This is an optimization exercise on Yosys and OpenROAD, whose aim is small area, not a production implementation.
In this exercise RTL edits were held to simulation tests only and were not proved equivalent to the original.
Power figures rest on the tool's default switching activity, not on a simulated workload.

--- flow/config.mk ---
export PLATFORM = sky130hd
export DESIGN_NAME = core_v2
export DESIGN_NICKNAME = core_v2
export VERILOG_FILES = /design/flow/design.v
export SDC_FILE = /design/flow/constraint.sdc
export NUM_CORES = 4
export LEC_CHECK = 0
export ABC_AREA = 1
export CAP_MARGIN = 20
export CORE_MARGIN = 2
export CORE_UTILIZATION = 60
export CTS_BUF_LIST = sky130_fd_sc_hd__clkbuf_16
export CTS_CLUSTER_DIAMETER = 60
export CTS_CLUSTER_SIZE = 30
export SLEW_MARGIN = 20
--- flow/constraint.sdc ---
create_clock -name core_clock -period 12.0 [get_ports {clk}]
set_input_delay 2.4000 -clock core_clock [delete_from_list [all_inputs] [get_ports {clk}]]
set_output_delay 2.4000 -clock core_clock [all_outputs]
set_load 0.01 [all_outputs]
--- flow/design.v ---
`default_nettype none
package core_pkg;
   localparam logic [2:0] S_FETCH = 3'd0;   
   localparam logic [2:0] S_WAIT  = 3'd1;   
   localparam logic [2:0] S_RUN   = 3'd2;   
   localparam logic [2:0] S_MEM   = 3'd3;   
   localparam logic [2:0] S_HALT  = 3'd4;
   localparam logic [2:0] K_FINAL = 3'd0;   
   localparam logic [2:0] K_SHAMT = 3'd1;   
   localparam logic [2:0] K_FILL  = 3'd2;   
   localparam logic [2:0] K_CMP   = 3'd3;   
   localparam logic [2:0] K_COND  = 3'd4;   
   localparam logic [2:0] K_ADDR  = 3'd5;   
endpackage
`default_nettype wire
`default_nettype none
module alu (
   input  wire logic [3:0] op,
   input  wire logic [1:0] a,
   input  wire logic [1:0] b,
   input  wire logic [1:0] pc,
   input  wire logic       cin,
   input  wire logic [1:0] sh,
   input  wire logic [1:0] slt,
   output logic      [1:0] result,
   output logic            cout
);
   logic [1:0] w_aa, w_bb, w_sum;
   logic       w_c1;
   assign w_aa = (op == 4'd10) ? pc : a;
   assign w_bb = (op == 4'd1 || op == 4'd7) ? ~b : b;
   assign {w_c1, w_sum[0]} = {1'b0, w_aa[0]} + {1'b0, w_bb[0]} + {1'b0, cin};
   assign {cout, w_sum[1]} = {1'b0, w_aa[1]} + {1'b0, w_bb[1]} + {1'b0, w_c1};
   always_comb begin
      case (op)
         4'd0, 4'd1, 4'd10: result = w_sum;
         4'd2:    result = a & b;
         4'd3:    result = a | b;
         4'd4:    result = a ^ b;
         4'd5, 4'd6: result = sh;
         4'd7:    result = slt;
         4'd8:    result = a;
         4'd9:    result = b;
         default: result = 2'b00;
      endcase
   end
endmodule
`default_nettype wire
`default_nettype none
module core_regfile (
   input  wire logic        clk,
   input  wire logic        we,
   input  wire logic [4:0]  waddr,
   input  wire logic [1:0]  wdata,
   input  wire logic [4:0]  raddr,
   input  wire logic [1:0]  pc_bits,
   output logic      [1:0]  rdata
);
   logic [63:0] w_taps;
   genvar i;
   generate
      for (i = 0; i < 31; i++) begin : g_reg
         logic [31:0] r_q;
         always_ff @(posedge clk) begin
            r_q <= {(we && waddr == 5'(i)) ? wdata : r_q[1:0], r_q[31:2]};
         end
         assign w_taps[2*i +: 2] = r_q[1:0];
      end
   endgenerate
   assign w_taps[63:62] = pc_bits;
   assign rdata = w_taps[{raddr, 1'b0} +: 2];
endmodule
`default_nettype wire
`default_nettype none
module core_v2
#(
   parameter int              XLEN     = 32,
   parameter int              ADDR_W   = 13,
   parameter int              SEL_W    = 2,
   parameter logic [XLEN-1:0] RESET_PC = '0
)(
   input  wire logic  clk,
   input  wire logic  rst,
   output logic              bus_req,
   output logic [ADDR_W-1:0] bus_addr,
   output logic [SEL_W-1:0]  bus_sel,
   output logic [1:0]        bus_op,
   output logic [XLEN-1:0]   bus_wdata,
   input  wire logic         bus_ack,
   input  wire logic [XLEN-1:0] bus_rdata,
   output logic       halted,
   output logic       illegal,
   output logic [XLEN-1:0] pc
);
   logic [3:0]  r_cnt;
   logic [2:0]  r_state;
   logic [1:0]  r_rnd;
   logic [31:0] r_i, r_w, r_pc;
   logic [4:0]  r_sh;
   logic        r_cy, r_cyp, r_flag;
   logic [2:0]  w_type;
   logic [3:0]  w_op;
   logic [4:0]  w_ra, w_rb, w_rc;
   logic        w_alu, w_mem, w_br, w_store, w_load, w_shift, w_slt;
   logic [2:0]  w_kind;
   logic        w_run, w_final, w_last, w_req, w_take;
   logic [4:0]  w_psel;
   logic [1:0]  w_pr, w_a, w_b, w_res, w_wd, w_inc, w_pcin, w_tap, w_shout, w_slt2, w_wfill;
   logic        w_cin, w_cout, w_ci, w_c1, w_we, w_wshift;
   logic [4:0]  w_seff, w_t;
   logic [32:0] w_wx;
   logic [2:0]  w_ntype;
   assign w_type  = r_i[2:0];
   assign w_op    = r_i[6:3];
   assign w_ra    = r_i[11:7];
   assign w_rb    = r_i[16:12];
   assign w_rc    = r_i[21:17];
   assign w_alu   = (w_type == 3'd1) || (w_type == 3'd2) || (w_type == 3'd3);
   assign w_mem   = (w_type == 3'd4);
   assign w_br    = (w_type == 3'd6);
   assign w_store = w_mem && w_op[0];
   assign w_load  = w_mem && !w_op[0];
   assign w_shift = (w_op == 4'd5) || (w_op == 4'd6);
   assign w_slt   = (w_op == 4'd7);
   always_comb begin
      w_kind = core_pkg::K_FINAL;
      case (w_type)
         3'd1: if (r_rnd == 2'd0) w_kind = w_shift ? core_pkg::K_SHAMT :
                                           w_slt ? core_pkg::K_CMP : core_pkg::K_FINAL;
         3'd2: if (r_rnd == 2'd0) w_kind = w_shift ? core_pkg::K_FILL :
                                           w_slt ? core_pkg::K_CMP : core_pkg::K_FINAL;
         3'd3: begin
            if (r_rnd == 2'd0)      w_kind = w_shift ? core_pkg::K_SHAMT : core_pkg::K_FILL;
            else if (r_rnd == 2'd1) w_kind = w_shift ? core_pkg::K_FILL :
                                             w_slt ? core_pkg::K_CMP : core_pkg::K_FINAL;
         end
         3'd4: if (r_rnd == 2'd0) w_kind = core_pkg::K_ADDR;
               else if (r_rnd == 2'd1) w_kind = core_pkg::K_FILL;
         3'd6: if (r_rnd == 2'd0) w_kind = core_pkg::K_COND;
         default: ;
      endcase
   end
   assign w_run   = (r_state == core_pkg::S_RUN);
   assign w_final = w_run && (w_kind == core_pkg::K_FINAL);
   assign w_last  = (r_cnt == 4'd15);
   always_comb begin
      w_psel = w_rc;
      case (w_kind)
         core_pkg::K_FILL:  w_psel = w_mem ? w_ra : w_rb;
         core_pkg::K_COND:  w_psel = w_ra;
         core_pkg::K_ADDR:  w_psel = w_rb;
         core_pkg::K_SHAMT: w_psel = w_rc;
         default:           w_psel = (w_type == 3'd2 || w_type == 3'd6) ? w_rb : w_rc;
      endcase
   end
   core_regfile u_regfile (
      .clk     (clk),
      .we      (w_we),
      .waddr   (w_ra),
      .wdata   (w_wd),
      .raddr   (w_psel),
      .pc_bits (r_pc[1:0]),
      .rdata   (w_pr)
   );
   always_comb begin
      case (w_type)
         3'd1:    begin w_a = r_w[13:12]; w_b = w_pr;        end
         3'd2:    begin w_a = w_pr;       w_b = r_w[18:17];  end
         default: begin w_a = r_w[1:0];   w_b = w_pr;        end
      endcase
   end
   assign w_seff = (w_type == 3'd2) ? w_rc : r_sh;
   assign w_t    = (w_op == 4'd6) ? w_seff : (5'd0 - w_seff);
   assign w_wx   = {r_w[0], r_w};
   assign w_tap  = w_wx[w_t +: 2];
   always_comb begin
      if (w_op == 4'd6) begin
         w_shout[0] = ({r_cnt, 1'b0} > ~w_seff) ? 1'b0 : w_tap[0];
         w_shout[1] = ({r_cnt, 1'b1} > ~w_seff) ? 1'b0 : w_tap[1];
      end else begin
         w_shout[0] = ({r_cnt, 1'b0} < w_seff) ? 1'b0 : w_tap[0];
         w_shout[1] = ({r_cnt, 1'b1} < w_seff) ? 1'b0 : w_tap[1];
      end
   end
   assign w_slt2 = {1'b0, (r_cnt == 4'd0) ? r_flag : 1'b0};
   assign w_cin  = (r_cnt == 4'd0) ? (w_op == 4'd1 || w_op == 4'd7) : r_cy;
   alu u_alu (
      .op     (w_op),
      .a      (w_a),
      .b      (w_b),
      .pc     (r_pc[1:0]),
      .cin    (w_cin),
      .sh     (w_shout),
      .slt    (w_slt2),
      .result (w_res),
      .cout   (w_cout)
   );
   assign w_wd  = w_mem ? r_w[1:0] : w_res;
   assign w_we  = !rst && w_final && (w_alu || w_load) && (w_ra != 5'd31);
   assign w_ci  = (r_cnt == 4'd0) ? 1'b1 : r_cyp;
   assign w_inc = {r_pc[1] ^ (r_pc[0] & w_ci), r_pc[0] ^ w_ci};
   assign w_c1  = r_pc[1] & r_pc[0] & w_ci;
   always_comb begin
      w_pcin = r_pc[1:0];
      if (w_final) begin
         if ((w_alu || w_load) && w_ra == 5'd31) w_pcin = w_wd;
         else if (w_br && r_flag)                w_pcin = w_pr;
         else                                    w_pcin = w_inc;
      end
   end
   assign w_wshift = w_run && !(w_kind == core_pkg::K_SHAMT && r_cnt > 4'd5);
   assign w_wfill  = (w_kind == core_pkg::K_FILL) ? w_pr :
                     (w_kind == core_pkg::K_FINAL && w_alu && w_shift) ? r_w[1:0] : 2'b00;
   assign w_req  = (r_state == core_pkg::S_FETCH) || (r_state == core_pkg::S_MEM) ||
                   (w_final && w_last);
   assign w_take = w_req && bus_ack;
   assign bus_req   = w_req && !rst;
   assign bus_addr  = (r_state == core_pkg::S_MEM)   ? r_i[30:18] :
                      (r_state == core_pkg::S_FETCH) ? r_pc[12:0] : r_pc[14:2];
   assign bus_sel   = (r_state == core_pkg::S_MEM) ? r_i[6:5] : 2'b00;
   assign bus_op    = (r_state == core_pkg::S_MEM) ? r_i[4:3] : 2'b00;
   assign bus_wdata = r_w;
   assign w_ntype = bus_rdata[2:0];
   always_ff @(posedge clk) begin
      if (rst) begin
         r_cnt   <= 4'd0;
         r_state <= core_pkg::S_FETCH;
         r_rnd   <= 2'd0;
         r_pc    <= RESET_PC;
      end else begin
         r_cnt <= r_cnt + 4'd1;
         case (r_state)
            core_pkg::S_FETCH: if (bus_ack) begin
               r_rnd   <= 2'd0;
               r_state <= (w_ntype == 3'd5 || w_ntype == 3'd7) ? core_pkg::S_HALT :
                          w_last ? core_pkg::S_RUN : core_pkg::S_WAIT;
            end
            core_pkg::S_WAIT: if (w_last) r_state <= core_pkg::S_RUN;
            core_pkg::S_MEM: if (bus_ack) begin
               r_rnd   <= 2'd3;
               r_state <= w_last ? core_pkg::S_RUN : core_pkg::S_WAIT;
            end
            core_pkg::S_RUN: if (w_last) begin
               if (w_kind == core_pkg::K_FINAL) begin
                  r_rnd <= 2'd0;
                  if (bus_ack)
                     r_state <= (w_ntype == 3'd5 || w_ntype == 3'd7) ? core_pkg::S_HALT :
                                core_pkg::S_RUN;
                  else
                     r_state <= core_pkg::S_FETCH;
               end else if (w_mem && (r_rnd == 2'd1 || !w_store)) begin
                  r_state <= core_pkg::S_MEM;
               end else begin
                  r_rnd <= r_rnd + 2'd1;
               end
            end
            default: ;
         endcase
         if (w_run) r_pc <= {w_pcin, r_pc[31:2]};
      end
   end
   always_ff @(posedge clk) begin
      if (w_take && r_state != core_pkg::S_MEM)
         r_i <= bus_rdata;
      else if (w_run && w_kind == core_pkg::K_ADDR && r_cnt < 4'd7)
         r_i[31:18] <= {w_pr, r_i[31:20]};
      if (w_take)        r_w <= bus_rdata;
      else if (w_wshift) r_w <= {w_wfill, r_w[31:2]};
      if (w_run && w_kind == core_pkg::K_SHAMT) begin
         if (r_cnt == 4'd0) r_sh[1:0] <= w_pr;
         if (r_cnt == 4'd1) r_sh[3:2] <= w_pr;
         if (r_cnt == 4'd2) r_sh[4]   <= w_pr[0];
      end
      r_cy   <= w_cout;
      r_cyp  <= w_c1;
      if (w_run && w_kind == core_pkg::K_CMP && w_last) r_flag <= !w_cout;
      else if (w_run && w_kind == core_pkg::K_COND)
         r_flag <= ((r_cnt == 4'd0) ? 1'b0 : r_flag) | w_pr[0] | w_pr[1];
   end
   assign halted  = (r_state == core_pkg::S_HALT);
   assign illegal = halted && (r_i[2:0] == 3'd7);
   assign pc      = r_pc;
endmodule
`default_nettype wire
--- flow/run.sh ---
#!/bin/bash
# synth_recipe.tcl (not shown) runs the flow's synth.tcl, then flattens the netlist and writes it again
# the make line also repeats each setting of config.mk as NAME=value (left out here)
make -C /OpenROAD-flow-scripts/flow DESIGN_CONFIG=/design/flow/config.mk WORK_HOME=/design/flow/orfs CLKGATE_MAP_FILE= SYNTH_SCRIPT=/design/flow/synth_recipe.tcl finish
==> qor.json, run 1 <==
{
  "outcome": {
    "run_status": "complete, no violations"
  },
  "clock_network": {
    "clkSlewWorstSetupHoldPaths_ns": 0.10,
    "clock_path_buffers": 3,
    "tritoncts.num_buffers": 49,
    "cts_htree_levels": 2,
    "cts-hold-fix-buffers": 0,
    "tritoncts": "built",
    "clkLatencyLatePin_ns": 0.63,
    "root_buffer": "sky130_fd_sc_hd__clkbuf_16",
    "cts.sinks": 1105,
    "postCtsResizedCells": 0,
    "cts.repair_timing.setup_buffer_count": 0
  },
  "grt": {
    "grt_pass1_wl_um": 82600,
    "overflow": 0,
    "antenna_violations_before_repair": 2,
    "grt_util_all_layers_pct": 21.8,
    "grt_start_max_net_pins": 49,
    "grt_pass1_vias": 14600
  },
  "floorplan": {
    "die_height_um": 223,
    "die_width_um": 223,
    "num_rows": 80,
    "dieArea_um2": 49600,
    "initial_core_util_pct": 60.5,
    "core_footprint_um2": 47400,
    "floorplan.io_pins": 119
  },
  "worst_setup_path": {
    "critical_path_class": "reg2reg",
    "worst_setup_path_end_kind": "register",
    "critPathArrivalTime_ns": 6.82,
    "crit_fanout": 33,
    "worst_path_most_repeated_cell": "sky130_fd_sc_hd__nand2_1",
    "ff2ff_setup_slack_ns": 5.66,
    "cpMaxStageDelayCell": "sky130_fd_sc_hd__nor2_1",
    "worst-endpoint-required_ns": 12.48,
    "critPathLaunchType": "register",
    "critical_path.max_stage_delay_ns": 0.73
  },
  "power_and_ir_drop": {
    "finalPower_uw": 7690,
    "static_leak_uw": 0.0131,
    "vdd.ir_drop.worst_v": 0.000165,
    "power_density_nw_per_um2": 241
  },
  "sta": {
    "final_min_period_over_clock_period_pct": 52.9,
    "finalClockSkew_ns": 0.0359,
    "fin_setup_tns_ns": 0,
    "max_freq_mhz": 158,
    "slew_headroom_pct": 34.0,
    "timing_max_transition_violations_final": 0,
    "final_hold_fails": 0,
    "grt_setup_unrepaired": "false",
    "tightestPinTransition_ns": 0.989,
    "postLayoutSetupSlackWorst_ns": 5.66,
    "hold_slack_ns": 0.306,
    "min_period_ns": 6.34,
    "finalSetupViolations": 0
  },
  "layout": {
    "finalNetCount": 2487,
    "layout.filler_cells": 3532,
    "final_cells": 3063,
    "area_growth_pct": 11.3,
    "share_of_cells_above_drive_strength_1_pct": 5.40
  },
  "placement": {
    "dpl_worst_slack_ns": 5.69,
    "post-dp-hpwl_um": 37900,
    "number_of_cells_after_detailed_placement": 2989,
    "place.gp.congestion": 0.914,
    "buffer_ports.inserted": 118
  },
  "synth": {
    "synth.area.top_cells": "sky130_fd_sc_hd__dfxtp_1 (72%), sky130_fd_sc_hd__edfxtp_1 (7.3%), sky130_fd_sc_hd__nand2_1 (3.9%)",
    "synthDistinctLibCells": 52,
    "netlist_area_um2": 28700,
    "synth-seq-cells": 1105,
    "synth_enable_flop_cells": 70,
    "synth.net_count": 2366,
    "syn_area_per_cell_um2": 12.4,
    "synth-async-reset-ratio_pct": 0,
    "synth.largest_area_cell": "sky130_fd_sc_hd__dfxtp_1",
    "synthDominantCellAreaShare_pct": 72.2,
    "yosys_warnings": 3,
    "syn-instance-count": 2305,
    "yosysSeqAreaShare_pct": 79.6,
    "prevailing_post_synth_register_cell": "sky130_fd_sc_hd__dfxtp_1"
  },
  "routing": {
    "route.detailed.wl_per_inst_um": 17.5,
    "routed_wirelength_um": 53700,
    "drcViolationCount": 0,
    "initialDrtViolationCount": 1152,
    "num_vias": 15400,
    "drt_pre_antenna_iters": 7,
    "postRouteAntennaNets": 0,
    "avgViaCountPerCell": 5.01
  },
  "hold_path": {
    "worstHoldPathType": "reg2reg"
  },
  "run": {
    "max-cap-violations": 0
  }
}
[area by class of cell]
cell class | instances | area [um^2] | area share (%)
Sequential cell | 1105 | 22800 | 71.5
Multi-Input combinational cell | 939 | 4800 | 15.0
Timing Repair Buffer | 128 | 1280 | 4.00
Clock buffer | 50 | 1250 | 3.92
Tap cell | 615 | 769 | 2.41
Inverter | 203 | 762 | 2.39
Clock inverter | 21 | 244 | 0.764
Antenna cell | 2 | 5.00 | 0.0157
[registers in the layout, indices dropped and copies added (netlist names)]
| signal | flops |
|---|---|
| r_cyp | 1 |
| u_regfile.g.r_q | 992 |
| r_i | 32 |
| r_w | 32 |
| r_pc | 32 |
| r_state | 3 |
| r_rnd | 2 |
| r_flag | 1 |
| r_cy | 1 |
| r_cnt | 4 |
| r_sh | 5 |
[final timing paths]
path / cells after the start / startpoint / to
max: 35 / r_i[0] / r_pc[31]
min: 0 / u_regfile.g_reg[9].r_q[16] / u_regfile.g_reg[9].r_q[14]
max reg2reg: 35 / r_i[0] / r_pc[31]
min reg2reg: 0 / u_regfile.g_reg[9].r_q[16] / u_regfile.g_reg[9].r_q[14]
[cells in the final DEF (no fill, tap or decap), types with 3 or more instances in the layout]
cell type / synthesis / routed
sky130_fd_sc_hd__a31oi_1: 5 / 5
sky130_fd_sc_hd__or2_1: 4 / 4
sky130_fd_sc_hd__ha_1: 24 / 24
sky130_fd_sc_hd__a21oi_1: 31 / 31
sky130_fd_sc_hd__o221ai_1: 22 / 22
sky130_fd_sc_hd__nor2_1: 109 / 109
sky130_fd_sc_hd__clkbuf_16: 0 / 50
sky130_fd_sc_hd__a22oi_1: 3 / 3
sky130_fd_sc_hd__o21ai_0: 147 / 145
sky130_fd_sc_hd__o21ai_1: 42 / 42
sky130_fd_sc_hd__nand4_1: 11 / 11
sky130_fd_sc_hd__edfxtp_1: 70 / 70
sky130_fd_sc_hd__nor2_4: 4 / 4
sky130_fd_sc_hd__inv_6: 0 / 4
sky130_fd_sc_hd__nand2_2: 11 / 11
sky130_fd_sc_hd__a211oi_1: 8 / 8
sky130_fd_sc_hd__nand2_4: 5 / 5
sky130_fd_sc_hd__clkinv_8: 0 / 3
sky130_fd_sc_hd__inv_8: 0 / 3
sky130_fd_sc_hd__o31ai_1: 4 / 4
sky130_fd_sc_hd__inv_2: 16 / 16
sky130_fd_sc_hd__nor2_2: 5 / 5
sky130_fd_sc_hd__nand2_1: 296 / 296
sky130_fd_sc_hd__nand3_1: 128 / 128
sky130_fd_sc_hd__dfxtp_1: 1035 / 1035
sky130_fd_sc_hd__buf_4: 4 / 9
sky130_fd_sc_hd__inv_1: 186 / 190
sky130_fd_sc_hd__o211ai_1: 9 / 9
sky130_fd_sc_hd__xor2_1: 4 / 4
sky130_fd_sc_hd__clkdlybuf4s50_1: 0 / 118
sky130_fd_sc_hd__o21ai_2: 2 / 3
sky130_fd_sc_hd__o22ai_1: 4 / 4
sky130_fd_sc_hd__nor3_1: 37 / 37
[cell families (layout without fill, tap and decap cells)]
kind of cell               count (synthesis)  count (layout)  share of synthesized area (%)
AOI/OAI and AO/OA                        290             290                           5.85
xor gates and xnor gates                   6               6                          0.209
adders and majority gates                 26              26                           1.19
buffers and inverters                    261             402                           3.76
DFF                                     1105            1105                           79.6
other                                      0               2                              0
and+or+nand+nor                          617             617                           9.43
[where the power goes]
group,switching (uW),internal [uW],leakage [uW]
Clock,1080,808,0.000745
Combinational,1130,573,0.00333
Sequential,166,3930,0.00905
[layer usage]
metal	part of all wire (%)	routed length, um	track usage [%]	vias to the layer above
li1	-	-	-	7634
met1	48	25600	31.4	7128
met2	44	23400	33.3	461
met3	5.0	2660	3.04	128
met4	3.9	2100	9.24	0
met5	0	0	0	-
[critical path: cells and delay by family, from the launching register on]
family	cells	cell delay, ns
DFF	1	0.43
buffers and inverters	4	0.25
adders and majority gates	2	0.74
and+or+nand+nor	25	4.09
AOI/OAI and AO/OA	4	0.65
[per-stage QoR]
| step | utilization [%] | area (um^2) |
|---|---|---|
| 6_report | 67.3 | 31900 |
| 5_1_grt | 67.3 | 31900 |
| 4_1_cts | 67.2 | 31900 |
| 3_5_place_dp | 64.1 | 30400 |
| 3_3_place_gp | 64.1 | 30400 |
| 2_1_floorplan | - | 28700 |
[synthesized netlist by cell type, types with 8 or more instances]
cell type	n
sky130_fd_sc_hd__buf_6	9
sky130_fd_sc_hd__nor2_1	109
sky130_fd_sc_hd__o221ai_1	22
sky130_fd_sc_hd__o211ai_1	9
sky130_fd_sc_hd__ha_1	24
sky130_fd_sc_hd__nand4_1	11
sky130_fd_sc_hd__dfxtp_1	1035
sky130_fd_sc_hd__nand2_2	11
sky130_fd_sc_hd__o21ai_0	147
sky130_fd_sc_hd__inv_2	16
sky130_fd_sc_hd__a211oi_1	8
sky130_fd_sc_hd__edfxtp_1	70
sky130_fd_sc_hd__clkbuf_1	30
sky130_fd_sc_hd__a21oi_1	31
sky130_fd_sc_hd__buf_2	14
sky130_fd_sc_hd__nand2_1	296
sky130_fd_sc_hd__nand3_1	128
sky130_fd_sc_hd__o21ai_1	42
sky130_fd_sc_hd__inv_1	186
sky130_fd_sc_hd__nor3_1	37
==> run 2, diff against run 1 <==
--- a/flow/config.mk
+++ b/flow/config.mk
@@ -10,6 +10,6 @@
 export CORE_MARGIN = 2
 export CORE_UTILIZATION = 60
-export CTS_BUF_LIST = sky130_fd_sc_hd__clkbuf_16
-export CTS_CLUSTER_DIAMETER = 60
-export CTS_CLUSTER_SIZE = 30
+export CTS_BUF_LIST = sky130_fd_sc_hd__clkbuf_8
+export CTS_CLUSTER_DIAMETER = 50
+export CTS_CLUSTER_SIZE = 16
 export SLEW_MARGIN = 20
==> run 2 against run 1 <==
Critical endpoint is now bus_req. Sequential share of layout area increased by 0.23 points. Flip-flop and latch count unchanged. Still clean. Largest power group unchanged. Sequential power about the same. Clock power decreased by 5%. Power decreased by 1.5%. Synthesized cell count unchanged. Non-clock buffer count decreased by 1.
==> qor.json, run 2 <==
{
  "outcome": {
    "run_status": "complete, no violations"
  },
  "layout": {
    "area_growth_pct": 10.9,
    "share_of_cells_above_drive_strength_1_pct": 6.88,
    "largest_register_ffs": 992,
    "fin_area_um2": 31800,
    "final_cells": 3101,
    "layout_commonest_cell": "sky130_fd_sc_hd__dfxtp_1",
    "top_register": "u_regfile.g.r_q",
    "most-common-layout-cells": "sky130_fd_sc_hd__dfxtp_1 (1035), sky130_fd_sc_hd__nand2_1 (296), sky130_fd_sc_hd__inv_1 (191)",
    "finalNetCount": 2522
  },
  "sta": {
    "hold_slack_ns": 0.317,
    "final_hold_fails": 0,
    "max_freq_mhz": 156,
    "finalClockSkew_ns": 0.0346,
    "final_min_period_over_clock_period_pct": 53.6,
    "slew_headroom_pct": 27.0,
    "postLayoutSetupSlackWorst_ns": 5.57,
    "fin_setup_tns_ns": 0,
    "tightestPinTransition_ns": 1.09,
    "timing_max_transition_violations_final": 0,
    "min_period_ns": 6.43,
    "grt_setup_unrepaired": "false",
    "finalSetupViolations": 0
  },
  "clock_network": {
    "tritoncts": "built",
    "root_buffer": "sky130_fd_sc_hd__clkbuf_8",
    "cts-hold-fix-buffers": 0,
    "tritoncts.num_buffers": 85,
    "cts_htree_levels": 3,
    "postCtsResizedCells": 0,
    "clkLatencyLatePin_ns": 0.70,
    "clock_path_buffers": 3,
    "clkSlewWorstSetupHoldPaths_ns": 0.10,
    "cts.sinks": 1105,
    "cts.repair_timing.setup_buffer_count": 0
  },
  "routing": {
    "route.detailed.wl_per_inst_um": 17.4,
    "drt_pre_antenna_iters": 8,
    "initialDrtViolationCount": 1185,
    "num_vias": 15600,
    "postRouteAntennaNets": 0,
    "avgViaCountPerCell": 5.02,
    "routed_wirelength_um": 54100,
    "drcViolationCount": 0
  },
  "grt": {
    "grt_start_max_net_pins": 49,
    "grt_pass1_wl_um": 83200,
    "overflow": 0,
    "antenna_violations_before_repair": 3,
    "grt_util_all_layers_pct": 22.1,
    "grt_pass1_vias": 14900
  },
  "power_and_ir_drop": {
    "static_leak_uw": 0.0131,
    "power_density_nw_per_um2": 238,
    "vdd.ir_drop.worst_v": 0.000138
  },
  "floorplan": {
    "floorplan.io_pins": 119,
    "die_height_um": 223,
    "dieArea_um2": 49600,
    "die_width_um": 223,
    "initial_core_util_pct": 60.5,
    "core_footprint_um2": 47400,
    "num_rows": 80
  },
  "synth": {
    "synthDistinctLibCells": 52,
    "synth-async-reset-ratio_pct": 0,
    "synth_enable_flop_cells": 70,
    "synthDominantCellAreaShare_pct": 72.2,
    "yosysSeqAreaShare_pct": 79.6,
    "netlist_area_um2": 28700,
    "prevailing_post_synth_register_cell": "sky130_fd_sc_hd__dfxtp_1",
    "yosysMostFrequentCell": "sky130_fd_sc_hd__dfxtp_1",
    "synth.area.top_cells": "sky130_fd_sc_hd__dfxtp_1 (72%), sky130_fd_sc_hd__edfxtp_1 (7.3%), sky130_fd_sc_hd__nand2_1 (3.9%)",
    "synth-seq-cells": 1105,
    "post_synth_most_frequent_cells": "sky130_fd_sc_hd__dfxtp_1 (1035), sky130_fd_sc_hd__nand2_1 (296), sky130_fd_sc_hd__inv_1 (186), sky130_fd_sc_hd__o21ai_0 (147), sky130_fd_sc_hd__nand3_1 (128)",
    "yosys_warnings": 3,
    "synth.largest_area_cell": "sky130_fd_sc_hd__dfxtp_1",
    "synth.net_count": 2366,
    "syn_area_per_cell_um2": 12.4,
    "syn-instance-count": 2305
  },
  "worst_setup_path": {
    "ff2ff_setup_slack_ns": 5.66,
    "worst-endpoint-required_ns": 9.60,
    "regToRegEndpoint": "r_pc[31]",
    "critPathArrivalTime_ns": 4.03,
    "crit_fanout": 12,
    "worst_setup_path_end_kind": "primary output",
    "critical_path_class": "reg2out",
    "r2r_cells": 35,
    "crit-reg2reg-launch": "r_i[0]",
    "critPathLaunchType": "register"
  },
  "hold_path": {
    "worstHoldPathType": "reg2reg",
    "min_to": "u_regfile.g_reg[13].r_q[23]",
    "timing.hold.worst_path_depth": 0,
    "min_from": "u_regfile.g_reg[13].r_q[25]"
  },
  "placement": {
    "place.gp.congestion": 0.914,
    "dpl_worst_slack_ns": 5.69,
    "number_of_cells_after_detailed_placement": 2989,
    "dpl-instance-area_um2": 30400,
    "post-dp-hpwl_um": 37900,
    "buffer_ports.inserted": 118
  },
  "run": {
    "max-cap-violations": 0
  }
}
==> run 2: cell counts after synthesis <==
No cell type changed its count.
==> run 2: critical path, stage by stage, from the launching register on <==
cell and delay, ns:
sky130_fd_sc_hd__dfxtp_1 0.37, sky130_fd_sc_hd__inv_1 0.07, sky130_fd_sc_hd__nor2_1 0.18, sky130_fd_sc_hd__inv_1 0.07, sky130_fd_sc_hd__nor2_1 0.63, sky130_fd_sc_hd__inv_1 0.46, sky130_fd_sc_hd__nand2_1 0.41, sky130_fd_sc_hd__inv_1 0.23
sky130_fd_sc_hd__o21ai_0 0.19, sky130_fd_sc_hd__and2_1 0.18, sky130_fd_sc_hd__clkdlybuf4s50_1 0.55
==> run 2: report_power, final <==
part / internal (uW) / switching, uW
sequential: 3930 / 167
clock: 707 / 1080
combinational: 563 / 1130
total: 5200 / 2380
==> run 2: kinds of logic (layout without fill, tap and decap cells) <==
group | after synthesis | count (layout) | share of synthesized area [%]
XOR/XNOR | 6 | 6 | 0.209
AO/OA/AOI/OAI | 290 | 290 | 5.85
other | 0 | 1 | 0
AND/OR/NAND/NOR | 617 | 617 | 9.43
adder cells (fa/ha/maj) | 26 | 26 | 1.19
flip-flops | 1105 | 1105 | 79.6
buffers and inverters | 261 | 441 | 3.76
==> run 2: routing by layer <==
layer	vias to the layer above	routed length (um)	GRT usage (%)
li1	7700	-	-
met1	7219	25500	31.0
met2	508	23500	33.4
met3	137	2890	4.36
met4	0	2160	9.85
met5	-	0	0
==> run 2: through the flow <==
stage	total power, uW	util (%)
2_1_floorplan	5290	-
3_3_place_gp	5820	64.1
6_report	7580	67.1
5_1_grt	7950	67.1
3_5_place_dp	5840	64.1
4_1_cts	7620	67.1
==> run 2: how the worst max path moves through the flow <==
| stage | start | to | slack [ns] | depth (start not counted) |
|---|---|---|---|---|
| finish | r_state[0] | bus_req | 5.57 | 10 |
| global placement | rst | bus_req | 5.69 | 4 |
| global route | r_i[0] | r_pc[31] | 4.95 | 35 |
| floorplan | rst | bus_req | 6.41 | 4 |
| detailed placement | rst | bus_req | 5.69 | 4 |
| CTS | r_state[0] | bus_req | 5.60 | 10 |
==> run 2: layout make-up <==
class	count	area, um^2
well taps	615	769
clock inverters	20	169
flip-flops and latches	1105	22800
clock buffers	91	1250
inverters	203	762
repair buffers	127	1250
diodes	1	2.50
fillers	3544	15600
multi-input cells	939	4800
==> run 3, diff against run 2 <==
==> flow/config.mk (replaced) <==
export PLATFORM = sky130hd
export DESIGN_NAME = core_v2
export DESIGN_NICKNAME = core_v2
export VERILOG_FILES = /design/flow/design.v
export SDC_FILE = /design/flow/constraint.sdc
export NUM_CORES = 4
export LEC_CHECK = 0
export CAP_MARGIN = 20
export CORE_MARGIN = 2
export CORE_UTILIZATION = 40
export SLEW_MARGIN = 20
==> run 3 against run 2 <==
Still clean on timing, DRC and antenna. Via count shrank 6.5%. Synthesized cell count is 14% lower. Combinational power fell by 59%. Cell count rose by 3.1%. Worst setup slack got worse by 0.97 ns. First-iteration DRC count decreased by 33%. Critical path type is now reg2reg. Highest routed layer unchanged.
==> qor.json, run 3 <==
{
  "worst_setup_path": {
    "worst_path_most_repeated_cell": "sky130_fd_sc_hd__inv_1",
    "ff2ff_setup_slack_ns": 4.60,
    "worst_setup_path_end_kind": "register",
    "r2r_cells": 22,
    "critPathLaunchType": "register",
    "worst-endpoint-required_ns": 12.52,
    "critical_path_class": "reg2reg",
    "regToRegEndpoint": "u_regfile.g_reg[19].r_q[31]",
    "crit_fanout": 32,
    "critical_path.max_stage_delay_ns": 0.72,
    "crit-reg2reg-launch": "r_i[0]",
    "cpMaxStageDelayCell": "sky130_fd_sc_hd__edfxtp_1",
    "crit_chain": "nor2b_1 > a2bb2oi_2 > o32a_1 > nand4_1 > nand2_1 > o2bb2ai_2 > and2_1 > inv_1 > a211o_1 > o311a_1 > a31oi_1 > a31o_2 > fa_1 > inv_1 > fa_1 > inv_1 > a221oi_1 > o21ai_0 > a31oi_1 > o22ai_2 > buf_4 > mux2_2",
    "critPathArrivalTime_ns": 7.92
  },
  "clock_network": {
    "cts-hold-fix-buffers": 0,
    "tritoncts.num_buffers": 100,
    "cts.sinks": 1105,
    "clkSlewWorstSetupHoldPaths_ns": 0.06,
    "cts.repair_timing.setup_buffer_count": 0,
    "postCtsResizedCells": 0,
    "root_buffer": "sky130_fd_sc_hd__clkbuf_16",
    "cts_htree_levels": 3,
    "tritoncts": "built",
    "clock_path_buffers": 3,
    "clkLatencyLatePin_ns": 0.66
  },
  "layout": {
    "largest_register_ffs": 992,
    "share_of_cells_above_drive_strength_1_pct": 15.8,
    "layout.core_utilization_pct": 48.4,
    "layout_commonest_cell": "sky130_fd_sc_hd__dfxtp_1",
    "area_growth_pct": 19.6,
    "most-common-layout-cells": "sky130_fd_sc_hd__dfxtp_1 (1035), sky130_fd_sc_hd__nand2_1 (133), sky130_fd_sc_hd__clkdlybuf4s50_1 (118)",
    "top_register": "u_regfile.g.r_q",
    "finalNetCount": 2220
  },
  "routing": {
    "routed_wirelength_um": 55700,
    "drt_pre_antenna_iters": 5,
    "num_vias": 14600,
    "initialDrtViolationCount": 799,
    "route.detailed.wl_per_inst_um": 17.4,
    "avgViaCountPerCell": 4.55,
    "drcViolationCount": 0,
    "postRouteAntennaNets": 0
  },
  "synth": {
    "synth_enable_flop_cells": 70,
    "syn_area_per_cell_um2": 14.6,
    "post_synth_most_frequent_cells": "sky130_fd_sc_hd__dfxtp_1 (1035), sky130_fd_sc_hd__nand2_1 (133), sky130_fd_sc_hd__mux2_2 (111), sky130_fd_sc_hd__nor2_1 (93), sky130_fd_sc_hd__edfxtp_1 (70)",
    "synth.net_count": 2048,
    "synth-async-reset-ratio_pct": 0,
    "syn-instance-count": 1987,
    "yosysSeqAreaShare_pct": 78.6,
    "synthDistinctLibCells": 94,
    "netlist_area_um2": 29000,
    "synth.largest_area_cell": "sky130_fd_sc_hd__dfxtp_1",
    "synth.area.top_cells": "sky130_fd_sc_hd__dfxtp_1 (71%), sky130_fd_sc_hd__edfxtp_1 (7.2%), sky130_fd_sc_hd__mux2_2 (4.3%)",
    "prevailing_post_synth_register_cell": "sky130_fd_sc_hd__dfxtp_1",
    "yosys_warnings": 3,
    "synth-seq-cells": 1105,
    "synthDominantCellAreaShare_pct": 71.3,
    "yosysMostFrequentCell": "sky130_fd_sc_hd__dfxtp_1"
  },
  "floorplan": {
    "core_footprint_um2": 71700,
    "num_rows": 98,
    "die_width_um": 273,
    "dieArea_um2": 74800,
    "floorplan.io_pins": 119,
    "die_height_um": 273,
    "initial_core_util_pct": 40.5
  },
  "sta": {
    "finalClockSkew_ns": 0.0349,
    "final_min_period_over_clock_period_pct": 61.7,
    "min_period_ns": 7.40,
    "final_hold_fails": 0,
    "slew_headroom_pct": 30.6,
    "max_freq_mhz": 135,
    "tightestPinTransition_ns": 1.04,
    "fin_setup_tns_ns": 0,
    "timing_max_transition_violations_final": 0,
    "finalSetupViolations": 0,
    "grt_setup_unrepaired": "false"
  },
  "placement": {
    "buffer_ports.inserted": 118,
    "post-dp-hpwl_um": 38300,
    "place.gp.congestion": 0.858
  },
  "hold_path": {
    "worstHoldPathType": "reg2reg",
    "min_from": "u_regfile.g_reg[10].r_q[15]",
    "min_to": "u_regfile.g_reg[10].r_q[13]",
    "timing.hold.worst_path_depth": 0
  },
  "grt": {
    "grt_pass1_wl_um": 84400,
    "grt_pass1_vias": 14300,
    "grt_util_all_layers_pct": 14.9,
    "overflow": 0,
    "antenna_violations_before_repair": 8,
    "grt_start_max_net_pins": 46
  },
  "power_and_ir_drop": {
    "vdd.ir_drop.worst_v": 0.000202,
    "static_leak_uw": 0.0134,
    "power_density_nw_per_um2": 224
  },
  "outcome": {
    "run_status": "complete, no violations"
  },
  "run": {
    "max-cap-violations": 0
  }
}
==> run 3: cell count changes in the layout (fill, tap and decap cells not counted), moves of 25 or more <==
cell | before | now
sky130_fd_sc_hd__inv_1 | 191 | 35
sky130_fd_sc_hd__nand2_1 | 296 | 133
sky130_fd_sc_hd__mux2_2 | 0 | 111
sky130_fd_sc_hd__a21oi_1 | 31 | 64
sky130_fd_sc_hd__clkbuf_16 | 0 | 102
sky130_fd_sc_hd__nand3_1 | 128 | 19
sky130_fd_sc_hd__nor3_1 | 37 | 12
sky130_fd_sc_hd__mux2i_1 | 0 | 55
sky130_fd_sc_hd__o21ai_1 | 42 | 2
sky130_fd_sc_hd__o21ai_0 | 145 | 44
sky130_fd_sc_hd__clkbuf_8 | 91 | 24
==> run 3: routing by layer <==
| layer | part of all wire (%) | global-route usage [%] | wire (um) | vias to the layer above |
|---|---|---|---|---|
| met5 | 0 | 0 | 0 | - |
| met4 | 3.4 | 6.34 | 1900 | 0 |
| met3 | 4.5 | 2.78 | 2490 | 118 |
| met2 | 43 | 22.5 | 24100 | 355 |
| met1 | 49 | 20.8 | 27100 | 6988 |
| li1 | - | - | - | 7094 |
==> run 3: logic make-up after synthesis <==
logic type / count (synthesis) / synth area share (%)
buf+inv: 96 / 1.61
simple gates: 341 / 5.49
flops: 1105 / 78.6
fa+ha+maj: 26 / 1.17
mux: 181 / 7.27
xor+xnor: 8 / 0.319
compound gates: 230 / 5.57
==> run 3: worst max path at each step <==
stage | from | slack (ns) | cells past startpoint | endpoint
4_1_cts | r_i[1] | 4.30 | 19 | u_regfile.g_reg[24].r_q[31]
3_3_place_gp | r_i[1] | 4.55 | 20 | u_regfile.g_reg[24].r_q[31]
3_5_place_dp | r_i[1] | 4.33 | 20 | u_regfile.g_reg[24].r_q[31]
6_report | r_i[0] | 4.60 | 22 | u_regfile.g_reg[19].r_q[31]
2_1_floorplan | rst | 6.39 | 3 | bus_req
5_1_grt | r_i[1] | 4.03 | 22 | u_regfile.g_reg[19].r_q[31]
==> run 3: power breakdown <==
group	leakage, uW	internal [uW]	switching (uW)	total, uW
registers	0.00900	3790	87.9	3870
logic	0.00272	282	416	699
clock network	0.00172	1870	1350	3220
==> run 3: cell type report <==
type / instances / area [um^2]
fillers: 6099 / 37000
flip-flops and latches: 1105 / 22800
multi-input cells: 786 / 5780
clock buffers: 143 / 2950
repair buffers: 131 / 1280
well taps: 950 / 1190
clock inverters: 43 / 572
inverters: 35 / 131
diodes: 5 / 12.5
==> run 3: critical path, delay by kind of cell, from the launching register on <==
family | cells | cell delay, ns
AND/OR/NAND/NOR | 4 | 1.84
flip-flops | 1 | 0.72
adder cells (fa/ha/maj) | 2 | 0.70
multiplexers | 1 | 0.36
AO/OA/AOI/OAI | 11 | 3.17
buffers and inverters | 4 | 0.44
==> run 3: through the flow <==
stage / cell area [um^2] / total power, uW / worst slack (ns) / instances / hold WS [ns]
after floorplan: 29000 / 4400 / 6.39 / 1987 / 0.310
after global placement: 31200 / 4650 / 4.55 / 3007 / 0.309
after detailed placement: 31200 / 4650 / 4.33 / 3007 / 0.312
after CTS: 34700 / 7880 / 4.30 / 3193 / 0.314
after global routing: 34700 / 8100 / 4.03 / 3193 / 0.319
final: 34700 / 7790 / 4.60 / 3198 / 0.306
==> run 4, diff against run 3 <==
==> flow/flow/run.sh (new file) <==
#!/bin/bash
# Standard layout (the standard.sh), with two knobs that ORFS reads from the
# environment: port buffers use the smallest buffer cell, and clock tree
# synthesis uses large sink clusters without dummy loads.
set -euo pipefail
export BUFFER_PORTS_ARGS="-buffer_cell sky130_fd_sc_hd__buf_1"
export CTS_ARGS="-sink_clustering_enable -repair_clock_nets -dont_use_dummy_load -sink_clustering_size 30 -sink_clustering_max_diameter 60 -buf_list sky130_fd_sc_hd__clkbuf_16"
bash standard.sh finish > standard_flow.log 2>&1
==> flow/standard.sh (new file) <==
#!/bin/bash
# synth_recipe.tcl (not shown) runs the flow's synth.tcl, then flattens the netlist and writes it again
# the make line also repeats each setting of config.mk as NAME=value (left out here)
make -C /OpenROAD-flow-scripts/flow DESIGN_CONFIG=/design/flow/config.mk WORK_HOME=/design/flow/orfs CLKGATE_MAP_FILE= SYNTH_SCRIPT=/design/flow/synth_recipe.tcl "${@:-finish}"
--- a/flow/config.mk
+++ b/flow/config.mk
@@ -6,6 +6,7 @@
 export NUM_CORES = 4
 export LEC_CHECK = 0
+export ABC_AREA = 1
 export CAP_MARGIN = 20
 export CORE_MARGIN = 2
-export CORE_UTILIZATION = 40
+export CORE_UTILIZATION = 60
 export SLEW_MARGIN = 20
removed: flow/run.sh
==> run 4 against run 3 <==
Count of clock-buffer cells in the layout decreased by 95. Routed wire length decreased by 5.6%. Final area decreased by 11%. Still clean on timing, DRC and antenna. Core utilization increased by 17 points. Maximum frequency increased by 17%. Largest power group unchanged. Die area decreased by 34%. Highest routed layer unchanged. Non-clock buffer count decreased by 5. Register-to-register slack improved by 1.1 ns. Global-route usage increased by 6.4 points.
==> qor.json, run 4 <==
{
  "outcome": {
    "run_status": "complete, no violations"
  },
  "clock_network": {
    "cts_htree_levels": 2,
    "postCtsResizedCells": 0,
    "cts.repair_timing.setup_buffer_count": 0,
    "clkSlewWorstSetupHoldPaths_ns": 0.10,
    "clock_path_buffers": 3,
    "tritoncts.num_buffers": 48,
    "cts-hold-fix-buffers": 0,
    "root_buffer": "sky130_fd_sc_hd__clkbuf_16",
    "clkLatencyLatePin_ns": 0.63,
    "tritoncts": "built",
    "cts.sinks": 1105
  },
  "layout": {
    "largest_register_ffs": 992,
    "share_of_cells_above_drive_strength_1_pct": 4.63,
    "final_cells": 3037,
    "layout.core_utilization_pct": 65.1,
    "layout_commonest_cell": "sky130_fd_sc_hd__dfxtp_1",
    "area_growth_pct": 7.65,
    "most-common-layout-cells": "sky130_fd_sc_hd__dfxtp_1 (1035), sky130_fd_sc_hd__nand2_1 (296), sky130_fd_sc_hd__inv_1 (186)",
    "top_register": "u_regfile.g.r_q",
    "finalNetCount": 2484
  },
  "floorplan": {
    "core_footprint_um2": 47400,
    "dieArea_um2": 49600,
    "initial_core_util_pct": 60.5,
    "num_rows": 80,
    "die_width_um": 223,
    "die_height_um": 223,
    "floorplan.io_pins": 119
  },
  "placement": {
    "buffer_ports.inserted": 118,
    "place.gp.congestion": 0.876,
    "dpl_worst_slack_ns": 5.70,
    "post-dp-hpwl_um": 37400,
    "number_of_cells_after_detailed_placement": 2987
  },
  "grt": {
    "antenna_violations_before_repair": 1,
    "grt_start_max_net_pins": 49,
    "grt_pass1_vias": 14600,
    "grt_pass1_wl_um": 80400,
    "grt_util_all_layers_pct": 21.2,
    "overflow": 0
  },
  "sta": {
    "grt_setup_unrepaired": "false",
    "tightestPinTransition_ns": 1.00,
    "finalClockSkew_ns": 0.111,
    "fin_setup_tns_ns": 0,
    "max_freq_mhz": 158,
    "final_min_period_over_clock_period_pct": 52.7,
    "finalSetupViolations": 0,
    "final_hold_fails": 0,
    "slew_headroom_pct": 33.2,
    "min_period_ns": 6.32,
    "postLayoutSetupSlackWorst_ns": 5.68,
    "timing_max_transition_violations_final": 0
  },
  "routing": {
    "postRouteAntennaNets": 0,
    "drt_pre_antenna_iters": 5,
    "drcViolationCount": 0,
    "initialDrtViolationCount": 1124,
    "avgViaCountPerCell": 5.03,
    "route.detailed.wl_per_inst_um": 17.3,
    "num_vias": 15300,
    "routed_wirelength_um": 52600
  },
  "worst_setup_path": {
    "cpMaxStageDelayCell": "sky130_fd_sc_hd__nor2_1",
    "critical_path.max_stage_delay_ns": 0.80,
    "critPathArrivalTime_ns": 6.74,
    "ff2ff_setup_slack_ns": 5.68,
    "crit_fanout": 33,
    "worst_path_most_repeated_cell": "sky130_fd_sc_hd__nand2_1",
    "critical_path_class": "reg2reg",
    "critPathLaunchType": "register",
    "worst-endpoint-required_ns": 12.43,
    "worst_setup_path_end_kind": "register"
  },
  "synth": {
    "synth.area.top_cells": "sky130_fd_sc_hd__dfxtp_1 (72%), sky130_fd_sc_hd__edfxtp_1 (7.3%), sky130_fd_sc_hd__nand2_1 (3.9%)",
    "prevailing_post_synth_register_cell": "sky130_fd_sc_hd__dfxtp_1",
    "synth-async-reset-ratio_pct": 0,
    "synthDistinctLibCells": 52,
    "synth.largest_area_cell": "sky130_fd_sc_hd__dfxtp_1",
    "syn_area_per_cell_um2": 12.4,
    "synth_enable_flop_cells": 70,
    "yosysMostFrequentCell": "sky130_fd_sc_hd__dfxtp_1",
    "synth-seq-cells": 1105,
    "synth.net_count": 2366,
    "synthDominantCellAreaShare_pct": 72.2,
    "netlist_area_um2": 28700,
    "yosys_warnings": 3,
    "post_synth_most_frequent_cells": "sky130_fd_sc_hd__dfxtp_1 (1035), sky130_fd_sc_hd__nand2_1 (296), sky130_fd_sc_hd__inv_1 (186), sky130_fd_sc_hd__o21ai_0 (147), sky130_fd_sc_hd__nand3_1 (128)",
    "yosysSeqAreaShare_pct": 79.6,
    "syn-instance-count": 2305
  },
  "power_and_ir_drop": {
    "finalPower_uw": 7360,
    "power_density_nw_per_um2": 238,
    "vdd.ir_drop.worst_v": 0.000162,
    "static_leak_uw": 0.0127
  },
  "hold_path": {
    "worstHoldPathType": "reg2reg"
  },
  "run": {
    "max-cap-violations": 0
  }
}
-- run 4: changes by cell type in the layout (fill, tap and decap cells not counted), sizes merged, moves of 18 or more --
| cell | delta |
|---|---|
| nor3 | +26 |
| buf | +113 |
| a21oi | -30 |
| clkinv | -24 |
| clkbuf | -95 |
| o21ai | +141 |
| nor2 | +24 |
| o221ai | +18 |
| nand3 | +111 |
| mux2 | -113 |
| nand2 | +177 |
| clkdlybuf4s50 | -118 |
| inv | +158 |
| mux2i | -56 |
-- run 4: area by class of cell --
class	count	area, um^2
Clock buffer	48	1200
Sequential cell	1105	22800
Timing Repair Buffer	126	523
Antenna cell	1	2.50
Tap cell	615	769
Inverter	203	762
Multi-Input combinational cell	939	4800
Fill cell	3669	16600
-- run 4: report_power, final --
| part | leakage (uW) | internal [uW] | switching, uW |
|---|---|---|---|
| Combinational | 0.00303 | 441 | 1120 |
| Sequential | 0.00905 | 3930 | 171 |
| Clock | 0.000592 | 716 | 985 |
-- run 4: logic make-up (layout without fill, tap and decap cells) --
group                      Yosys count  count (layout)  share of synthesized area, %
buffers and inverters              261             377                          3.76
AOI/OAI and AO/OA                  290             290                          5.85
xor gates and xnor gates             6               6                         0.209
DFF                               1105            1105                          79.6
other                                0               1                             0
and+or+nand+nor                    617             617                          9.43
adders and majority gates           26              26                          1.19
-- run 4: per-layer routing --
metal  global-route usage, %  wire length [um]  vias to the layer above
li1                        -                 -                     7597
met1                    29.8             24600                     7140
met2                    33.0             23100                      428
met3                    2.90              2560                      112
met4                    9.70              2250                        0
met5                       0                 0                        -
-- run 4: per-stage QoR --
stage / area [um^2] / hold WS, ns
after floorplan: 28700 / 0.310
after global placement: 29600 / 0.309
after detailed placement: 29600 / 0.312
after CTS: 30800 / 0.255
after global routing: 30900 / 0.262
final: 30900 / 0.255
-- run 4: path summary, 6_finish.rpt --
check	start	endpoint	depth (start not counted)
min reg2reg	u_regfile.g_reg[30].r_q[5]	u_regfile.g_reg[30].r_q[3]	0
max	r_i[0]	r_pc[31]	35
max reg2reg	r_i[0]	r_pc[31]	35
min	u_regfile.g_reg[30].r_q[5]	u_regfile.g_reg[30].r_q[3]	0
-- run 4: critical path, delay by kind of cell, from the launching register on --
family | cells | cell delay (ns)
AND/OR/NAND/NOR | 25 | 4.13
adder cells (fa/ha/maj) | 2 | 0.74
flip-flops | 1 | 0.42
AO/OA/AOI/OAI | 4 | 0.61
buffers and inverters | 4 | 0.26
==> run 5, diff against run 4 <==
--- a/flow/design.v
+++ b/flow/design.v
@@ -108,6 +108,7 @@
    logic [1:0]  w_pr, w_a, w_b, w_res, w_wd, w_inc, w_pcin, w_tap, w_shout, w_slt2, w_wfill;
    logic        w_cin, w_cout, w_ci, w_c1, w_we, w_wshift;
-   logic [4:0]  w_seff, w_t;
-   logic [32:0] w_wx;
+   logic [4:0]  w_seff;
+   logic [3:0]  w_m;
+   logic        w_hold, w_ev, w_od, w_e2, r_prev;
    logic [2:0]  w_ntype;
    assign w_type  = r_i[2:0];
@@ -171,15 +172,23 @@
    end
    assign w_seff = (w_type == 3'd2) ? w_rc : r_sh;
-   assign w_t    = (w_op == 4'd6) ? w_seff : (5'd0 - w_seff);
-   assign w_wx   = {r_w[0], r_w};
-   assign w_tap  = w_wx[w_t +: 2];
-   always_comb begin
-      if (w_op == 4'd6) begin
-         w_shout[0] = ({r_cnt, 1'b0} > ~w_seff) ? 1'b0 : w_tap[0];
-         w_shout[1] = ({r_cnt, 1'b1} > ~w_seff) ? 1'b0 : w_tap[1];
-      end else begin
-         w_shout[0] = ({r_cnt, 1'b0} < w_seff) ? 1'b0 : w_tap[0];
-         w_shout[1] = ({r_cnt, 1'b1} < w_seff) ? 1'b0 : w_tap[1];
-      end
+   assign w_m    = w_seff[4:1];
+   assign w_hold = (w_op == 4'd5) && (r_cnt < w_m);
+   always_comb begin
+      w_ev = 1'b0; w_od = 1'b0; w_e2 = 1'b0;
+      for (int k = 0; k < 16; k++) begin
+         if (w_m == 4'(k)) begin
+            w_ev = r_w[2*k];
+            w_od = r_w[2*k+1];
+            w_e2 = (k == 15) ? 1'b0 : r_w[2*k+2];
+         end
+      end
+   end
+   always_comb begin
+      if (w_op == 4'd6)
+         w_shout = w_seff[0] ? {w_e2, w_od} : {w_od, w_ev};
+      else if (w_hold)
+         w_shout = 2'b00;
+      else
+         w_shout = w_seff[0] ? {r_w[0], r_prev} : r_w[1:0];
    end
    assign w_slt2 = {1'b0, (r_cnt == 4'd0) ? r_flag : 1'b0};
@@ -209,7 +218,7 @@
       end
    end
-   assign w_wshift = w_run && !(w_kind == core_pkg::K_SHAMT && r_cnt > 4'd5);
-   assign w_wfill  = (w_kind == core_pkg::K_FILL) ? w_pr :
-                     (w_kind == core_pkg::K_FINAL && w_alu && w_shift) ? r_w[1:0] : 2'b00;
+   assign w_wshift = w_run && !(w_kind == core_pkg::K_SHAMT && r_cnt > 4'd5) &&
+                     !(w_kind == core_pkg::K_FINAL && w_alu && w_hold);
+   assign w_wfill  = (w_kind == core_pkg::K_FILL) ? w_pr : 2'b00;
    assign w_req  = (r_state == core_pkg::S_FETCH) || (r_state == core_pkg::S_MEM) ||
                    (w_final && w_last);
@@ -272,4 +281,5 @@
          if (r_cnt == 4'd2) r_sh[4]   <= w_pr[0];
       end
+      r_prev <= w_final && w_wshift && r_w[1];
       r_cy   <= w_cout;
       r_cyp  <= w_c1;
==> flow/flow/run.sh (replaced) <==
#!/bin/bash
# Standard layout (the standard.sh), with two knobs that ORFS reads from the
# environment: port buffers use the smallest buffer cell, and clock tree
# synthesis uses large sink clusters without dummy loads.
set -euo pipefail
export BUFFER_PORTS_ARGS="-buffer_cell sky130_fd_sc_hd__buf_1"
export CTS_ARGS="-sink_clustering_enable -repair_clock_nets -dont_use_dummy_load -sink_clustering_size 18 -sink_clustering_max_diameter 40 -buf_list sky130_fd_sc_hd__clkbuf_8"
bash standard.sh finish > standard_flow.log 2>&1
==> run 5 against run 4 <==
Still clean on timing, DRC and antenna. Clock skew shrank 0.0014 ns. Die area shrank 1.5%. Power grew 0.35%. Via count shrank 2.0%. Flip-flop and latch count grew 1. Critical endpoint is now u_regfile.g_reg[1].r_q[31].
==> qor.json, run 5 <==
{
  "outcome": {
    "run_status": "complete, no violations"
  },
  "placement": {
    "post-dp-hpwl_um": 37500,
    "place.gp.congestion": 0.908,
    "dpl_worst_slack_ns": 6.18,
    "buffer_ports.inserted": 118
  },
  "routing": {
    "drt_pre_antenna_iters": 6,
    "postRouteAntennaNets": 0,
    "initialDrtViolationCount": 888,
    "route.detailed.wl_per_inst_um": 17.5,
    "drcViolationCount": 0,
    "routed_wirelength_um": 52500,
    "num_vias": 15000,
    "avgViaCountPerCell": 4.98
  },
  "power_and_ir_drop": {
    "vdd.ir_drop.worst_v": 0.000167,
    "p_comb_share_pct": 21.0,
    "total_switching_power_uw": 2310,
    "static_leak_uw": 0.0125,
    "internal-power_uw": 5080,
    "power_density_nw_per_um2": 241,
    "power.share.clock_pct": 23.7,
    "finalPower_uw": 7390,
    "power_switching_share_pct": 31.2,
    "power.share.sequential_pct": 55.3
  },
  "sta": {
    "final_hold_fails": 0,
    "max_freq_mhz": 170,
    "tightestPinTransition_ns": 0.978,
    "min_period_ns": 5.89,
    "fin_setup_tns_ns": 0,
    "grt_setup_unrepaired": "false",
    "finalSetupViolations": 0,
    "final_min_period_over_clock_period_pct": 49.1,
    "slew_headroom_pct": 34.3,
    "timing_max_transition_violations_final": 0,
    "postLayoutSetupSlackWorst_ns": 6.11,
    "finalClockSkew_ns": 0.110
  },
  "hold_path": {
    "worstHoldPathType": "reg2reg",
    "timing.hold.worst_path_depth": 0,
    "min_from": "u_regfile.g_reg[19].r_q[3]"
  },
  "grt": {
    "grt_pass1_vias": 14400,
    "grt_start_max_net_pins": 51,
    "antenna_violations_before_repair": 3,
    "grt_util_all_layers_pct": 21.6,
    "grt_pass1_wl_um": 80400,
    "overflow": 0
  },
  "synth": {
    "synthDominantCellAreaShare_pct": 73.4,
    "synth_enable_flop_cells": 70,
    "syn-instance-count": 2221,
    "yosysSeqAreaShare_pct": 80.8,
    "synth-seq-cells": 1106,
    "post_synth_most_frequent_cells": "sky130_fd_sc_hd__dfxtp_1 (1036), sky130_fd_sc_hd__nand2_1 (319), sky130_fd_sc_hd__inv_1 (176), sky130_fd_sc_hd__o21ai_0 (143), sky130_fd_sc_hd__nor2_1 (119)",
    "synth.largest_area_cell": "sky130_fd_sc_hd__dfxtp_1",
    "synthDistinctLibCells": 51,
    "syn_area_per_cell_um2": 12.7,
    "prevailing_post_synth_register_cell": "sky130_fd_sc_hd__dfxtp_1",
    "netlist_area_um2": 28300,
    "synth.net_count": 2273,
    "synth-async-reset-ratio_pct": 0,
    "yosysMostFrequentCell": "sky130_fd_sc_hd__dfxtp_1",
    "yosys_warnings": 3,
    "synth.area.top_cells": "sky130_fd_sc_hd__dfxtp_1 (73%), sky130_fd_sc_hd__edfxtp_1 (7.4%), sky130_fd_sc_hd__nand2_1 (4.2%)"
  },
  "layout": {
    "layout_commonest_cell": "sky130_fd_sc_hd__dfxtp_1",
    "share_of_cells_above_drive_strength_1_pct": 6.88,
    "largest_register_ffs": 992,
    "top_register": "u_regfile.g.r_q",
    "area_growth_pct": 8.39,
    "most-common-layout-cells": "sky130_fd_sc_hd__dfxtp_1 (1036), sky130_fd_sc_hd__nand2_1 (319), sky130_fd_sc_hd__inv_1 (176)",
    "layout.filler_cells": 3479,
    "footprint_of_the_flip_flops_and_latches_um2": 22800,
    "multi_input_logic_area_um2": 4470,
    "finalNetCount": 2454
  },
  "clock_network": {
    "clkLatencyLatePin_ns": 0.71,
    "root_buffer": "sky130_fd_sc_hd__clkbuf_8",
    "cts_htree_levels": 3,
    "cts-hold-fix-buffers": 0,
    "tritoncts.num_buffers": 99,
    "clock_path_buffers": 3,
    "postCtsResizedCells": 0,
    "cts.repair_timing.setup_buffer_count": 0,
    "cts.sinks": 1106,
    "tritoncts": "built",
    "clkSlewWorstSetupHoldPaths_ns": 0.10
  },
  "run": {
    "max-cap-violations": 0
  },
  "floorplan": {
    "dieArea_um2": 48800,
    "die_height_um": 221,
    "num_rows": 79,
    "initial_core_util_pct": 60.7,
    "die_width_um": 221,
    "floorplan.io_pins": 119,
    "core_footprint_um2": 46600
  },
  "worst_setup_path": {
    "worst-path-stages": 27,
    "worst-endpoint-required_ns": 12.51,
    "timing.critical_path.max_delay_family": "simple AND/OR/NAND/NOR gates",
    "critPathLaunch": "r_rnd[0]",
    "critical_path.max_stage_delay_ns": 0.66,
    "critPathArrivalTime_ns": 6.40,
    "path_buf_inv": 4,
    "crit_fanout": 49,
    "critPathLaunchType": "register",
    "r2r_cells": 27,
    "worst_setup_path_end_kind": "register",
    "cpMaxStageDelayCell": "sky130_fd_sc_hd__nor2_1",
    "critical_path_class": "reg2reg",
    "crit-reg2reg-launch": "r_rnd[0]"
  }
}
[run 5: logic make-up after synthesis]
logic type | count (synthesis) | synth area share [%]
adders and majority gates | 17 | 0.806
AOI/OAI and AO/OA | 243 | 4.97
xor gates and xnor gates | 3 | 0.0930
DFF | 1106 | 80.8
buffers and inverters | 229 | 3.39
muxes | 16 | 0.638
and+or+nand+nor | 607 | 9.26
[run 5: cell type report]
| type | instances | share of cell area [%] |
|---|---|---|
| flip-flops and latches | 1106 | 74.6 |
| diodes | 1 | 0.00817 |
| inverters | 184 | 2.27 |
| multi-input cells | 886 | 14.6 |
| well taps | 607 | 2.48 |
| clock buffers | 99 | 4.45 |
| repair buffers | 125 | 1.62 |
[run 5: worst register-to-register path: stages, from the launching register on]
cell and delay (ns):
sky130_fd_sc_hd__dfxtp_1 0.34, sky130_fd_sc_hd__inv_1 0.08, sky130_fd_sc_hd__ha_1 0.27, sky130_fd_sc_hd__inv_1 0.13, sky130_fd_sc_hd__nor2_1 0.66, sky130_fd_sc_hd__inv_1 0.19, sky130_fd_sc_hd__nand4_1 0.20, sky130_fd_sc_hd__nand4_4 0.28
sky130_fd_sc_hd__nand2_4 0.46, sky130_fd_sc_hd__nand2_1 0.08, sky130_fd_sc_hd__o21ai_0 0.10, sky130_fd_sc_hd__nand2_1 0.07, sky130_fd_sc_hd__nand3_1 0.08, sky130_fd_sc_hd__nand3_1 0.08, sky130_fd_sc_hd__nand3_1 0.16, sky130_fd_sc_hd__nand3_1 0.11
sky130_fd_sc_hd__nand2_1 0.10, sky130_fd_sc_hd__nand2_1 0.09, sky130_fd_sc_hd__o21ai_0 0.25, sky130_fd_sc_hd__fa_1 0.22, sky130_fd_sc_hd__inv_1 0.05, sky130_fd_sc_hd__fa_1 0.52, sky130_fd_sc_hd__o21ai_0 0.10, sky130_fd_sc_hd__a21oi_2 0.13
sky130_fd_sc_hd__nand3_1 0.08, sky130_fd_sc_hd__nand2_1 0.09, sky130_fd_sc_hd__nand2_2 0.37, sky130_fd_sc_hd__mux2_2 0.47
[run 5: metal layers]
layer | vias to the layer above | wire [um] | GRT usage (%)
li1 | 7407 | - | -
met3 | 137 | 2650 | 4.25
met5 | - | 0 | 0
met4 | 0 | 2130 | 8.96
met2 | 467 | 23700 | 34.3
met1 | 6962 | 24000 | 29.1
[run 5: worst paths after layout]
check                                     to  slack (ns)
setup / recovery  u_regfile.g_reg[1].r_q[31]        6.11
hold / removal    u_regfile.g_reg[19].r_q[1]        0.25
setup reg to reg  u_regfile.g_reg[1].r_q[31]        6.11
hold reg to reg   u_regfile.g_reg[19].r_q[1]        0.25
[run 5: power by group through the flow]
stage	Combinational (uW)	Sequential, uW	Clock (uW)
detailed placement	1540	4170	0
CTS	1540	4090	1810
global route	1710	4100	1950
floorplan	1120	4140	0
global placement	1520	4170	0
finish	1550	4090	1750
[run 5: through the flow]
step / instance area (um^2) / util, % / hold slack, ns / instances
3_3_place_gp: 29300 / 62.8 / 0.310 / 2908
2_1_floorplan: 28300 / - / 0.310 / 2221
4_1_cts: 30600 / 65.8 / 0.243 / 3007
6_report: 30600 / 65.8 / 0.247 / 3008
5_1_grt: 30600 / 65.8 / 0.260 / 3007
3_5_place_dp: 29300 / 62.8 / 0.312 / 2908
==> run 6, diff against run 5 <==
==> flow/flow/run.sh (replaced) <==
#!/bin/bash
# Standard layout (the standard.sh), with two knobs that ORFS reads from the
# environment: port buffers use the smallest buffer cell, and clock tree
# synthesis uses large sink clusters without dummy loads.
set -euo pipefail
export BUFFER_PORTS_ARGS="-buffer_cell sky130_fd_sc_hd__buf_1"
export CTS_ARGS="-sink_clustering_enable -repair_clock_nets -dont_use_dummy_load -sink_clustering_size 36 -sink_clustering_max_diameter 60 -buf_list sky130_fd_sc_hd__clkbuf_16"
bash standard.sh finish > standard_flow.log 2>&1
==> run 6 against run 5 <==
Worst setup slack better by 0.069 ns. Flip-flop and latch count unchanged. Still clean. Worst hold slack better by 0.021 ns. Non-clock buffer count unchanged. Global-route usage down 0.35 points. Synthesized cell count unchanged. First-iteration DRC count up 9.6%. Cell count down 1.8%. Highest routed layer unchanged. Power down 1.2%. Critical path depth unchanged. Sequential share of layout area up 0.52 points.
==> qor.json, run 6 <==
{
  "sta": {
    "final_min_period_over_clock_period_pct": 48.5,
    "finalSetupViolations": 0,
    "max_freq_mhz": 172,
    "slew_headroom_pct": 34.4,
    "hold_slack_ns": 0.268
  },
  "worst_setup_path": {
    "critPathLaunchType": "register",
    "r2r_cells": 27,
    "worst_setup_path_end_kind": "register",
    "critPathArrivalTime_ns": 6.27,
    "critical_path_class": "reg2reg"
  },
  "routing": {
    "route.detailed.wl_per_inst_um": 17.6,
    "routed_wirelength_um": 52100,
    "drt_pre_antenna_iters": 6,
    "drcViolationCount": 0,
    "postRouteAntennaNets": 0
  },
  "synth": {
    "synth-seq-cells": 1106,
    "synthDominantCellAreaShare_pct": 73.4,
    "synth_top_family_by_area": "simple AND/OR/NAND/NOR gates",
    "netlist_area_um2": 28300,
    "synth-async-reset-ratio_pct": 0,
    "synth_enable_flop_cells": 70
  },
  "clock_network": {
    "clkLatencyLatePin_ns": 0.61,
    "tritoncts.num_buffers": 46
  },
  "outcome": {
    "run_status": "complete, no violations"
  },
  "hold_path": {
    "timing.hold.worst_path_depth": 0
  },
  "layout": {
    "layout.filler_cells": 3498,
    "most-common-layout-cells": "sky130_fd_sc_hd__dfxtp_1 (1036), sky130_fd_sc_hd__nand2_1 (319), sky130_fd_sc_hd__inv_1 (176)",
    "largest_register_ffs": 992,
    "finalNetCount": 2401
  },
  "power_and_ir_drop": {
    "static_leak_uw": 0.0124
  },
  "floorplan": {
    "die_width_um": 221,
    "num_rows": 79
  },
  "grt": {
    "grt_pass1_vias": 14000
  },
  "run": {
    "max-cap-violations": 0
  }
}
[run 6: cell counts after synthesis]
No cell type changed its count.
[run 6: cell families after synthesis]
family / count (synthesis)
AO/OA/AOI/OAI: 243
XOR/XNOR: 3
adder cells (fa/ha/maj): 17
buffers and inverters: 229
flip-flops: 1106
multiplexers: 16
AND/OR/NAND/NOR: 607
[run 6: worst max-delay path by stage]
stage / from / end / slack [ns] / cells past startpoint
after floorplan: rst / bus_req / 6.83 / 2
after global placement: rst / bus_req / 6.41 / 3
after detailed placement: r_rnd[0] / u_regfile.g_reg[1].r_q[31] / 6.18 / 27
after CTS: r_rnd[0] / u_regfile.g_reg[1].r_q[31] / 6.16 / 27
after global routing: r_rnd[0] / u_regfile.g_reg[1].r_q[31] / 5.62 / 27
final: r_rnd[0] / u_regfile.g_reg[1].r_q[31] / 6.18 / 27
[run 6: layout make-up]
type	instances	area (um^2)	area share, %
repair buffers	125	495	1.63
inverters	184	696	2.29
flip-flops and latches	1106	22800	75.1
well taps	607	759	2.50
multi-input cells	886	4470	14.7
clock buffers	46	1150	3.79
[run 6: worst max-delay path, stage by stage, from the launching register on]
cell	delay (ns)
sky130_fd_sc_hd__dfxtp_1	0.34
sky130_fd_sc_hd__inv_1	0.08
sky130_fd_sc_hd__ha_1	0.27
sky130_fd_sc_hd__inv_1	0.13
sky130_fd_sc_hd__nor2_1	0.64
sky130_fd_sc_hd__inv_1	0.19
sky130_fd_sc_hd__nand4_1	0.20
sky130_fd_sc_hd__nand4_4	0.28
sky130_fd_sc_hd__nand2_4	0.46
sky130_fd_sc_hd__nand2_1	0.08
sky130_fd_sc_hd__o21ai_0	0.10
sky130_fd_sc_hd__nand2_1	0.08
sky130_fd_sc_hd__nand3_1	0.08
sky130_fd_sc_hd__nand3_1	0.08
sky130_fd_sc_hd__nand3_1	0.16
sky130_fd_sc_hd__nand3_1	0.11
sky130_fd_sc_hd__nand2_1	0.10
sky130_fd_sc_hd__nand2_1	0.09
sky130_fd_sc_hd__o21ai_0	0.25
sky130_fd_sc_hd__fa_1	0.22
sky130_fd_sc_hd__inv_1	0.05
sky130_fd_sc_hd__fa_1	0.52
sky130_fd_sc_hd__o21ai_0	0.10
sky130_fd_sc_hd__a21oi_2	0.13
sky130_fd_sc_hd__nand3_1	0.08
sky130_fd_sc_hd__nand2_1	0.09
sky130_fd_sc_hd__nand2_2	0.36
sky130_fd_sc_hd__mux2_2	0.44
[run 6: metal layers]
metal / track usage, % / up-vias / wire length (um)
met5: 0 / - / 0
met4: 8.70 / 0 / 2100
met3: 2.84 / 122 / 2410
met2: 33.9 / 421 / 23300
met1: 29.5 / 6891 / 24200
li1: - / 7309 / -
[run 6: where the power goes]
group	switching (uW)	leakage [uW]	internal, uW	total (uW)
Combinational	1130	0.00277	419	1550
Sequential	158	0.00905	3930	4090
Clock	978	0.000567	689	1670
Total	2260	0.0124	5040	7300
[run 6: through the flow]
stage                     setup WS (ns)  util (%)
after floorplan                    6.83         -
after global placement             6.41      62.8
after detailed placement           6.18      62.8
after CTS                          6.16      65.3
after global routing               5.62      65.3
final                              6.18      65.3

Check on run 6: ideal ports give 6.181 ns setup slack; a clkbuf_16 on the clock port and buf_2 on the inputs give 6.181 ns; moving port delays by the midpoint clock arrival (0.614 ns) as well gives 6.181 ns.
